What follows belongs to an exercise in optimizing a design on an open flow for small area, a short achievable clock period and few clock cycles per item; a production flow would make more cautious choices.
The RTL was checked by simulation tests, not by an equivalence proof against the original design.
Power is estimated from default activity; no workload was simulated.

==> 09-24: inputs <==
==> flow/design.v <==
package bgm_pkg;
    localparam int BUTTONS_DEF = 4;
    localparam int ENTRIES_DEF = 8;
    localparam int PIN_W    = 4;
    localparam int MODES_W  = 8;
    localparam int IDX_W    = 3;
    localparam int TIME_W   = 32;
    localparam int MS_W     = 16;
    localparam int COUNT_W  = 4;
    localparam int TABLE_W  = 64;
    localparam int CFG_W    = 64;
    localparam int CFG_IDX_W = 2;
    localparam logic [CFG_IDX_W-1:0] REG_DEBOUNCE = 2'd0;
    localparam logic [CFG_IDX_W-1:0] REG_LONG_MS  = 2'd1;
    localparam logic [CFG_IDX_W-1:0] REG_COUNT    = 2'd2;
    localparam logic [CFG_IDX_W-1:0] REG_TABLE    = 2'd3;
    localparam logic [MS_W-1:0]    DEBOUNCE_RST = 16'd50;
    localparam logic [MS_W-1:0]    LONG_MS_RST  = 16'd700;
    localparam logic [COUNT_W-1:0] COUNT_RST    = 4'd0;
    localparam logic [TABLE_W-1:0] TABLE_RST    = 64'd0;
    localparam logic [1:0] MODE_RELEASED = 2'd0;
    localparam logic [1:0] MODE_HELD     = 2'd1;
    localparam logic [1:0] MODE_RISING   = 2'd2;
    localparam logic [1:0] MODE_FALLING  = 2'd3;
    localparam logic [1:0] CODE_IGNORE     = 2'd0;
    localparam logic [1:0] CODE_CLICK      = 2'd1;
    localparam logic [1:0] CODE_HOLD_CLICK = 2'd2;
    localparam logic [1:0] CODE_HOLD       = 2'd3;
    function automatic logic cout16(input logic [15:0] g, input logic [15:0] t,
                                    input logic cin);
        logic [7:0] g1, t1;
        logic [3:0] g2, t2;
        logic [1:0] g3, t3;
        for (int i = 0; i < 8; i++) begin
            g1[i] = g[2*i+1] | (t[2*i+1] & g[2*i]);
            t1[i] = t[2*i+1] & t[2*i];
        end
        for (int i = 0; i < 4; i++) begin
            g2[i] = g1[2*i+1] | (t1[2*i+1] & g1[2*i]);
            t2[i] = t1[2*i+1] & t1[2*i];
        end
        for (int i = 0; i < 2; i++) begin
            g3[i] = g2[2*i+1] | (t2[2*i+1] & g2[2*i]);
            t3[i] = t2[2*i+1] & t2[2*i];
        end
        cout16 = g3[1] | (t3[1] & g3[0]) | (t3[1] & t3[0] & cin);
    endfunction
    function automatic logic ge16(input logic [15:0] a, input logic [15:0] b);
        ge16 = cout16(a & ~b, a | ~b, 1'b1);
    endfunction
    function automatic logic eqp1_16(input logic [15:0] a, input logic [15:0] b);
        logic [15:0] nb, s, c;
        nb = ~b;
        s  = a ^ nb;
        c  = {a[14:0] | nb[14:0], 1'b0};
        eqp1_16 = &(~(s ^ c));
    endfunction
    typedef struct packed {
        logic [TIME_W-1:0] now_ms;
        logic [PIN_W-1:0]  pin_levels;
    } t_in_item;
    typedef struct packed {
        logic [MODES_W-1:0] button_modes;
        logic               matched;
        logic [IDX_W-1:0]   match_index;
    } t_out_item;
endpackage
module bgm_lane (
    input  logic                        i_clk,
    input  logic                        i_step,       
    input  logic                        i_rising,     
    input  logic [bgm_pkg::TIME_W-1:0]  i_now,
    input  logic [bgm_pkg::MS_W-1:0]    i_long_ms,
    output logic                        o_en,         
    output logic                        o_hi_zero,    
    output logic                        o_lo_ge       
);
    logic [bgm_pkg::TIME_W-1:0] r_stamp;
    logic [15:0] w_x, w_y, w_z, w_p, w_q;
    logic        w_borrow, w_eq0, w_eq1, w_c16;
    assign w_x = i_now[15:0];
    assign w_y = ~r_stamp[15:0];
    assign w_z = ~i_long_ms;
    assign w_p = w_x ^ w_y ^ w_z;
    assign w_q = (w_x & w_y) | (w_x & w_z) | (w_y & w_z);
    assign w_c16 = bgm_pkg::cout16({w_p[15:1] & w_q[14:0], 1'b1},
                                   {w_p[15:1] | w_q[14:0], 1'b1}, 1'b0);
    assign w_borrow = !bgm_pkg::ge16(i_now[15:0], r_stamp[15:0]);
    assign w_eq0    = (i_now[31:16] == r_stamp[31:16]);
    assign w_eq1    = bgm_pkg::eqp1_16(i_now[31:16], r_stamp[31:16]);
    assign o_hi_zero = w_borrow ? w_eq1 : w_eq0;
    assign o_lo_ge   = w_borrow ? (w_q[15] | w_c16) : (w_q[15] & w_c16);
    assign o_en      = !i_rising && (r_stamp != '0);
    always_ff @(posedge i_clk) begin
        if (i_step && i_rising) r_stamp <= i_now;
    end
endmodule
module bgm_merge (
    input  logic [3:0]                     i_fall,     
    input  logic [3:0]                     i_held,     
    input  logic [3:0]                     i_long,
    input  logic [bgm_pkg::TABLE_W-1:0]    i_table,
    input  logic [7:0]                     i_scan,     
    output logic                           o_matched,
    output logic [bgm_pkg::IDX_W-1:0]      o_index
);
    logic [7:0] w_hit;
    for (genvar e = 0; e < 8; e++) begin : g_entry
        logic [3:0] w_btn_hit;
        for (genvar b = 0; b < 4; b++) begin : g_btn
            logic [1:0] w_code;
            assign w_code = i_table[8*e + 2*b +: 2];
            always_comb begin
                case (w_code)
                    bgm_pkg::CODE_CLICK:      w_btn_hit[b] = i_fall[b] && !i_long[b];
                    bgm_pkg::CODE_HOLD_CLICK: w_btn_hit[b] = i_fall[b] &&  i_long[b];
                    bgm_pkg::CODE_HOLD:       w_btn_hit[b] = i_held[b] &&  i_long[b];
                    default:                  w_btn_hit[b] = 1'b0;
                endcase
            end
        end
        assign w_hit[e] = (|w_btn_hit) && i_scan[e];
    end
    assign o_matched = |w_hit;
    always_comb begin
        o_index = '0;
        for (int e = 7; e >= 0; e--) begin
            if (w_hit[e]) o_index = bgm_pkg::IDX_W'(e);
        end
    end
endmodule
module button_gesture_matcher (
    input  logic                            i_clk,
    input  logic                            i_rst_n,
    input  logic                            i_in_valid,
    output logic                            o_in_stall,
    input  logic [35:0]                     i_in_item,
    output logic                            o_out_valid,
    input  logic                            i_out_stall,
    output logic [11:0]                     o_out_item,
    input  logic                            i_cfg_we,
    input  logic [bgm_pkg::CFG_IDX_W-1:0]   i_cfg_index,
    input  logic [bgm_pkg::CFG_W-1:0]       i_cfg_data
);
    logic [bgm_pkg::MS_W-1:0]    r_debounce;
    logic [bgm_pkg::MS_W-1:0]    r_long_ms;
    logic [bgm_pkg::COUNT_W-1:0] r_count;
    logic [bgm_pkg::TABLE_W-1:0] r_table;
    logic                        r_table_set;
    logic                        r_long_zero;
    logic [bgm_pkg::TIME_W-1:0]  r_sample_time;
    logic [16:0]                 r_limit;
    logic                        r_fix;
    logic [3:0]                  r_sampled;
    logic [3:0]                  r_prev;
    logic [3:0]                  r_en;
    logic [3:0]                  r_hi_zero;
    logic [3:0]                  r_lo_ge;
    logic                        r_s_valid;
    logic [11:0]                 r_head;
    logic [11:0]                 r_tail;
    logic                        r_head_valid;
    logic                        r_tail_valid;
    logic                        r_stall;
    logic [bgm_pkg::TIME_W-1:0]  w_now;
    logic [3:0]                  w_pins;
    logic                        w_accept;
    logic                        w_take;
    logic                        w_push;
    logic                        w_head_free;
    logic                        w_borrow;
    logic                        w_hi_zero;
    logic                        w_c2;
    logic                        w_lo_gt;
    logic                        w_resample;
    logic [3:0]                  w_rising;
    logic [3:0]                  w_en;
    logic [3:0]                  w_hi_zero_l;
    logic [3:0]                  w_lo_ge_l;
    logic [3:0]                  w_long;
    logic [7:0]                  w_scan;
    logic [7:0]                  w_modes;
    logic                        w_matched;
    logic [bgm_pkg::IDX_W-1:0]   w_index;
    logic [11:0]                 w_result;
    logic                        w_deb_write;
    logic                        n_s_valid;
    logic                        n_head_valid;
    logic                        n_tail_valid;
    logic [15:0]                 w_limit_a;
    logic [15:0]                 w_limit_b;
    assign w_now  = i_in_item[35:4];
    assign w_pins = i_in_item[3:0];
    assign o_in_stall  = r_stall;
    assign w_accept    = i_in_valid && !r_stall;
    assign w_take      = r_head_valid && !i_out_stall;
    assign w_push      = r_s_valid && (!r_tail_valid || w_take);
    assign w_head_free = !r_head_valid || (w_take && !r_tail_valid);
    assign o_out_valid = r_head_valid;
    assign o_out_item  = r_head;
    assign w_borrow   = !bgm_pkg::ge16(w_now[15:0], r_sample_time[15:0]);
    assign w_hi_zero  = w_borrow ? bgm_pkg::eqp1_16(w_now[31:16], r_sample_time[31:16])
                                 : (w_now[31:16] == r_sample_time[31:16]);
    assign w_c2       = bgm_pkg::ge16(w_now[15:0], r_limit[15:0]);
    assign w_lo_gt    = w_borrow ? (!r_limit[16] || w_c2) : (!r_limit[16] && w_c2);
    assign w_resample = !w_hi_zero || w_lo_gt;
    assign w_limit_a  = r_fix ? r_sample_time[15:0] : w_now[15:0];
    assign w_limit_b  = r_debounce;
    assign w_deb_write = i_cfg_we && (i_cfg_index == bgm_pkg::REG_DEBOUNCE);
    always_ff @(posedge i_clk) begin
        if (!i_rst_n) begin
            r_sample_time <= '0;
            r_limit       <= 17'(bgm_pkg::DEBOUNCE_RST) + 17'd1;
            r_sampled     <= '0;
            r_prev        <= '0;
        end else begin
            if (w_accept && w_resample) r_sample_time <= w_now;
            if ((w_accept && w_resample) || r_fix)
                r_limit <= {1'b0, w_limit_a} + {1'b0, w_limit_b} + 17'd1;
            if (w_accept) begin
                r_sampled <= w_resample ? w_pins : r_sampled;
                r_prev    <= r_sampled;
            end
        end
    end
    assign w_rising = r_sampled & ~r_prev;
    for (genvar b = 0; b < 4; b++) begin : g_lane
        bgm_lane u_lane (
            .i_clk     (i_clk),
            .i_step    (w_accept),
            .i_rising  (w_rising[b]),
            .i_now     (w_now),
            .i_long_ms (r_long_ms),
            .o_en      (w_en[b]),
            .o_hi_zero (w_hi_zero_l[b]),
            .o_lo_ge   (w_lo_ge_l[b])
        );
    end
    always_ff @(posedge i_clk) begin
        if (w_accept) begin
            r_en      <= w_en;
            r_hi_zero <= w_hi_zero_l;
            r_lo_ge   <= w_lo_ge_l;
        end
    end
    assign w_long = {4{r_long_zero}} | (r_en & (~r_hi_zero | r_lo_ge));
    for (genvar e = 0; e < 8; e++) begin : g_scan
        assign w_scan[e] = r_table_set &&
                           (r_count[3] || (bgm_pkg::COUNT_W'(e) < r_count));
    end
    for (genvar b = 0; b < 4; b++) begin : g_mode
        assign w_modes[2*b +: 2] = {r_sampled[b] ^ r_prev[b], r_prev[b]};
    end
    bgm_merge u_merge (
        .i_fall    (r_prev & ~r_sampled),
        .i_held    (r_prev &  r_sampled),
        .i_long    (w_long),
        .i_table   (r_table),
        .i_scan    (w_scan),
        .o_matched (w_matched),
        .o_index   (w_index)
    );
    assign w_result = {w_modes, w_matched, w_index};
    assign n_s_valid    = w_accept || (r_s_valid && !w_push);
    assign n_head_valid = w_push || !w_head_free;
    assign n_tail_valid = (w_take && r_tail_valid) ? w_push :
                          (w_head_free ? 1'b0 : (r_tail_valid || w_push));
    always_ff @(posedge i_clk) begin
        if (!i_rst_n) begin
            r_s_valid    <= 1'b0;
            r_head_valid <= 1'b0;
            r_tail_valid <= 1'b0;
            r_fix        <= 1'b0;
            r_stall      <= 1'b0;
        end else begin
            r_s_valid    <= n_s_valid;
            r_head_valid <= n_head_valid;
            r_tail_valid <= n_tail_valid;
            r_fix        <= w_deb_write;
            r_stall      <= (n_s_valid && n_head_valid && n_tail_valid) || w_deb_write;
        end
    end
    always_ff @(posedge i_clk) begin
        if (w_take && r_tail_valid) r_head <= r_tail;
        else if (w_head_free && w_push) r_head <= w_result;
        if (w_push && !w_head_free) r_tail <= w_result;
    end
    always_ff @(posedge i_clk) begin
        if (!i_rst_n) begin
            r_debounce  <= bgm_pkg::DEBOUNCE_RST;
            r_long_ms   <= bgm_pkg::LONG_MS_RST;
            r_long_zero <= 1'b0;
            r_count     <= bgm_pkg::COUNT_RST;
            r_table_set <= 1'b0;
        end else if (i_cfg_we) begin
            case (i_cfg_index)
                bgm_pkg::REG_DEBOUNCE: r_debounce <= i_cfg_data[bgm_pkg::MS_W-1:0];
                bgm_pkg::REG_LONG_MS: begin
                    r_long_ms   <= i_cfg_data[bgm_pkg::MS_W-1:0];
                    r_long_zero <= (i_cfg_data[bgm_pkg::MS_W-1:0] == '0);
                end
                bgm_pkg::REG_COUNT:    r_count     <= i_cfg_data[bgm_pkg::COUNT_W-1:0];
                default:               r_table_set <= 1'b1;
            endcase
        end
    end
    always_ff @(posedge i_clk) begin
        if (i_cfg_we && i_cfg_index == bgm_pkg::REG_TABLE) r_table <= i_cfg_data;
    end
endmodule
==> flow/run.sh <==
#!/bin/bash
# synth_recipe.tcl (not shown) runs the flow's synth.tcl, then flattens the netlist and writes it again
# the make line also repeats each setting of config.mk as NAME=value (left out here)
make -C /OpenROAD-flow-scripts/flow DESIGN_CONFIG=/design/flow/config.mk WORK_HOME=/design/flow/orfs CLKGATE_MAP_FILE= SYNTH_SCRIPT=/design/flow/synth_recipe.tcl finish
==> flow/config.mk <==
export PLATFORM = sky130hd
export DESIGN_NAME = button_gesture_matcher
export DESIGN_NICKNAME = button_gesture_matcher
export VERILOG_FILES = /design/flow/design.v
export SDC_FILE = /design/flow/constraint.sdc
export NUM_CORES = 4
export LEC_CHECK = 0
export CAP_MARGIN = 20
export CORE_MARGIN = 2
export CORE_UTILIZATION = 40
export SETUP_SLACK_MARGIN = 3.2
export SLEW_MARGIN = 20
==> flow/constraint.sdc <==
create_clock -name core_clock -period 5.7 [get_ports {i_clk}]
set_input_delay 1.1400 -clock core_clock [delete_from_list [all_inputs] [get_ports {i_clk}]]
set_output_delay 1.1400 -clock core_clock [all_outputs]
set_load 0.01 [all_outputs]
==> 10-10 (differences from 09-24) <==
--- a/flow/design.v
+++ b/flow/design.v
@@ -46,13 +46,13 @@
         cout16 = g3[1] | (t3[1] & g3[0]) | (t3[1] & t3[0] & cin);
     endfunction
-    function automatic logic ge16(input logic [15:0] a, input logic [15:0] b);
-        ge16 = cout16(a & ~b, a | ~b, 1'b1);
+    function automatic logic ge16n(input logic [15:0] a, input logic [15:0] nb);
+        ge16n = cout16(a & nb, a | nb, 1'b1);
     endfunction
-    function automatic logic eqp1_16(input logic [15:0] a, input logic [15:0] b);
-        logic [15:0] nb, s, c;
-        nb = ~b;
-        s  = a ^ nb;
-        c  = {a[14:0] | nb[14:0], 1'b0};
-        eqp1_16 = &(~(s ^ c));
+    function automatic logic hz16(input logic [15:0] a, input logic [15:0] nb,
+                                  input logic borrow);
+        logic [15:0] x, c;
+        x  = a ^ nb;
+        c  = {a[14:0] | nb[14:0], !borrow};
+        hz16 = &(~(x ^ c));
     endfunction
     typedef struct packed {
@@ -68,30 +68,27 @@
 module bgm_lane (
     input  logic                        i_clk,
-    input  logic                        i_step,       
     input  logic                        i_rising,     
     input  logic [bgm_pkg::TIME_W-1:0]  i_now,
-    input  logic [bgm_pkg::MS_W-1:0]    i_long_ms,
+    input  logic [bgm_pkg::MS_W-1:0]    i_long_ms_n,  
     output logic                        o_en,         
     output logic                        o_hi_zero,    
     output logic                        o_lo_ge       
 );
-    logic [bgm_pkg::TIME_W-1:0] r_stamp;
+    logic [bgm_pkg::TIME_W-1:0] r_stamp_n;
     logic [15:0] w_x, w_y, w_z, w_p, w_q;
-    logic        w_borrow, w_eq0, w_eq1, w_c16;
+    logic        w_borrow, w_c16;
     assign w_x = i_now[15:0];
-    assign w_y = ~r_stamp[15:0];
-    assign w_z = ~i_long_ms;
-    assign w_p = w_x ^ w_y ^ w_z;
-    assign w_q = (w_x & w_y) | (w_x & w_z) | (w_y & w_z);
+    assign w_y = r_stamp_n[15:0];
+    assign w_z = i_long_ms_n;
+    assign w_p = (w_x ^ w_z) ^ w_y;
+    assign w_q = (w_x & w_z) | ((w_x | w_z) & w_y);
     assign w_c16 = bgm_pkg::cout16({w_p[15:1] & w_q[14:0], 1'b1},
                                    {w_p[15:1] | w_q[14:0], 1'b1}, 1'b0);
-    assign w_borrow = !bgm_pkg::ge16(i_now[15:0], r_stamp[15:0]);
-    assign w_eq0    = (i_now[31:16] == r_stamp[31:16]);
-    assign w_eq1    = bgm_pkg::eqp1_16(i_now[31:16], r_stamp[31:16]);
-    assign o_hi_zero = w_borrow ? w_eq1 : w_eq0;
+    assign w_borrow = !bgm_pkg::ge16n(i_now[15:0], r_stamp_n[15:0]);
+    assign o_hi_zero = bgm_pkg::hz16(i_now[31:16], r_stamp_n[31:16], w_borrow);
     assign o_lo_ge   = w_borrow ? (w_q[15] | w_c16) : (w_q[15] & w_c16);
-    assign o_en      = !i_rising && (r_stamp != '0);
+    assign o_en      = !i_rising && (r_stamp_n != '1);
     always_ff @(posedge i_clk) begin
-        if (i_step && i_rising) r_stamp <= i_now;
+        if (i_rising) r_stamp_n <= ~i_now;
     end
 endmodule
@@ -144,11 +141,11 @@
 );
     logic [bgm_pkg::MS_W-1:0]    r_debounce;
-    logic [bgm_pkg::MS_W-1:0]    r_long_ms;
+    logic [bgm_pkg::MS_W-1:0]    r_long_ms_n;      
     logic [bgm_pkg::COUNT_W-1:0] r_count;
     logic [bgm_pkg::TABLE_W-1:0] r_table;
     logic                        r_table_set;
     logic                        r_long_zero;
-    logic [bgm_pkg::TIME_W-1:0]  r_sample_time;
-    logic [16:0]                 r_limit;
+    logic [bgm_pkg::TIME_W-1:0]  r_sample_time_n;  
+    logic [16:0]                 r_limit_n;        
     logic                        r_fix;
     logic [3:0]                  r_sampled;
@@ -199,27 +196,26 @@
     assign o_out_valid = r_head_valid;
     assign o_out_item  = r_head;
-    assign w_borrow   = !bgm_pkg::ge16(w_now[15:0], r_sample_time[15:0]);
-    assign w_hi_zero  = w_borrow ? bgm_pkg::eqp1_16(w_now[31:16], r_sample_time[31:16])
-                                 : (w_now[31:16] == r_sample_time[31:16]);
-    assign w_c2       = bgm_pkg::ge16(w_now[15:0], r_limit[15:0]);
-    assign w_lo_gt    = w_borrow ? (!r_limit[16] || w_c2) : (!r_limit[16] && w_c2);
+    assign w_borrow   = !bgm_pkg::ge16n(w_now[15:0], r_sample_time_n[15:0]);
+    assign w_hi_zero  = bgm_pkg::hz16(w_now[31:16], r_sample_time_n[31:16], w_borrow);
+    assign w_c2       = bgm_pkg::ge16n(w_now[15:0], r_limit_n[15:0]);
+    assign w_lo_gt    = w_borrow ? (r_limit_n[16] || w_c2) : (r_limit_n[16] && w_c2);
     assign w_resample = !w_hi_zero || w_lo_gt;
-    assign w_limit_a  = r_fix ? r_sample_time[15:0] : w_now[15:0];
+    assign w_limit_a  = r_fix ? ~r_sample_time_n[15:0] : w_now[15:0];
     assign w_limit_b  = r_debounce;
     assign w_deb_write = i_cfg_we && (i_cfg_index == bgm_pkg::REG_DEBOUNCE);
     always_ff @(posedge i_clk) begin
+        if (!i_rst_n || (w_accept && w_resample))
+            r_sample_time_n <= i_rst_n ? ~w_now : '1;
+        if (!i_rst_n || (w_accept && w_resample) || r_fix)
+            r_limit_n <= i_rst_n ? ~({1'b0, w_limit_a} + {1'b0, w_limit_b} + 17'd1)
+                                 : ~(17'(bgm_pkg::DEBOUNCE_RST) + 17'd1);
+    end
+    always_ff @(posedge i_clk) begin
         if (!i_rst_n) begin
-            r_sample_time <= '0;
-            r_limit       <= 17'(bgm_pkg::DEBOUNCE_RST) + 17'd1;
             r_sampled     <= '0;
             r_prev        <= '0;
-        end else begin
-            if (w_accept && w_resample) r_sample_time <= w_now;
-            if ((w_accept && w_resample) || r_fix)
-                r_limit <= {1'b0, w_limit_a} + {1'b0, w_limit_b} + 17'd1;
-            if (w_accept) begin
-                r_sampled <= w_resample ? w_pins : r_sampled;
-                r_prev    <= r_sampled;
-            end
+        end else if (w_accept) begin
+            r_sampled <= w_resample ? w_pins : r_sampled;
+            r_prev    <= r_sampled;
         end
     end
@@ -228,8 +224,7 @@
         bgm_lane u_lane (
             .i_clk     (i_clk),
-            .i_step    (w_accept),
             .i_rising  (w_rising[b]),
             .i_now     (w_now),
-            .i_long_ms (r_long_ms),
+            .i_long_ms_n (r_long_ms_n),
             .o_en      (w_en[b]),
             .o_hi_zero (w_hi_zero_l[b]),
@@ -289,5 +284,5 @@
         if (!i_rst_n) begin
             r_debounce  <= bgm_pkg::DEBOUNCE_RST;
-            r_long_ms   <= bgm_pkg::LONG_MS_RST;
+            r_long_ms_n <= ~bgm_pkg::LONG_MS_RST;
             r_long_zero <= 1'b0;
             r_count     <= bgm_pkg::COUNT_RST;
@@ -297,5 +292,5 @@
                 bgm_pkg::REG_DEBOUNCE: r_debounce <= i_cfg_data[bgm_pkg::MS_W-1:0];
                 bgm_pkg::REG_LONG_MS: begin
-                    r_long_ms   <= i_cfg_data[bgm_pkg::MS_W-1:0];
+                    r_long_ms_n <= ~i_cfg_data[bgm_pkg::MS_W-1:0];
                     r_long_zero <= (i_cfg_data[bgm_pkg::MS_W-1:0] == '0);
                 end
==> flow/flow/run.sh (new file) <==
#!/bin/bash
# Layout flow: the standard flow's own layout (standard.sh) with two changes:
#  - no full/half adder cells in synthesis (ADDER_MAP_FILE empty), so abc
#    maps the carry logic as plain gates;
#  - port buffers are buf_1 cells instead of the default delay buffers.
# Everything else (synthesis script, floorplan, power grid, placement, CTS,
# routing) is the standard flow. make's full output goes to flow_make.log.
set -euo pipefail
bash standard.sh ADDER_MAP_FILE= "BUFFER_PORTS_ARGS=-buffer_cell sky130_fd_sc_hd__buf_1" finish > flow_make.log 2>&1
==> flow/standard.sh (new file) <==
#!/bin/bash
# synth_recipe.tcl (not shown) runs the flow's synth.tcl, then flattens the netlist and writes it again
# the make line also repeats each setting of config.mk as NAME=value (left out here)
make -C /OpenROAD-flow-scripts/flow DESIGN_CONFIG=/design/flow/config.mk WORK_HOME=/design/flow/orfs CLKGATE_MAP_FILE= SYNTH_SCRIPT=/design/flow/synth_recipe.tcl "${@:-finish}"
--- a/flow/config.mk
+++ b/flow/config.mk
@@ -6,7 +6,11 @@
 export NUM_CORES = 4
 export LEC_CHECK = 0
+export ABC_AREA = 1
 export CAP_MARGIN = 20
 export CORE_MARGIN = 2
-export CORE_UTILIZATION = 40
-export SETUP_SLACK_MARGIN = 3.2
+export CORE_UTILIZATION = 55
+export CTS_BUF_LIST = sky130_fd_sc_hd__clkbuf_8
+export CTS_CLUSTER_DIAMETER = 60
+export CTS_CLUSTER_SIZE = 15
+export SETUP_SLACK_MARGIN = 3.3
 export SLEW_MARGIN = 20
removed: flow/run.sh
==> run notes <==
- Seq pwr share: 50.5%
- Biggest register: g_lane.u_lane.r_stamp_n
- DR WL/cell: 19.5 um
- Status: finished clean
- Hold path start: r_prev[2]
- Clock network fraction of design power: 30.3%
# the run above: 10-10

==> run notes <==
- Status: finished clean
- DR WL/cell: 25.0 um
- Gr usage total: 27.2%
- Biggest register: g_lane.u_lane.r_stamp
- Seq pwr share: 41.1%
- Hold path start: r_long_ms[14]
# the run above: 09-24

Testbench counts of 09-24, summed over its fixed seeds: cycles 24,016, items 24,000.
Testbench counts of 10-10, summed over its fixed seeds: cycles 24,016, items 24,000.

==> re-timing with driven ports <==
In the flow no input, the clock included, has a driving cell. The finished layouts below were timed again as built, in two steps. Step 1 assumes that a clkbuf_16 drives the clock port and a buf_2 every other input. Step 2, shift: input delay + t, output delay - t, t = (earliest + latest rising clock arrival at the registers) / 2. This alone moves slack from input paths to output paths. Slacks: ideal / step 1 / step 2; pairs: ideal / step 1.
run	t (ns)	slack for setup (ns)	hold slack, ns	worst data-port slew with drivers (ns)
09-24	0.631	2.110 / 2.129 / 1.499	0.466 / 0.466 / 0.466	0.11
10-10	0.645	3.225 / 3.223 / 2.577	0.465 / 0.465 / 0.465	0.09
After both steps setup and hold are still met in every run listed. For 10-10, which loses most, drivers alone change the setup slack by -0.002 ns; drivers and shift together by -0.648 ns.
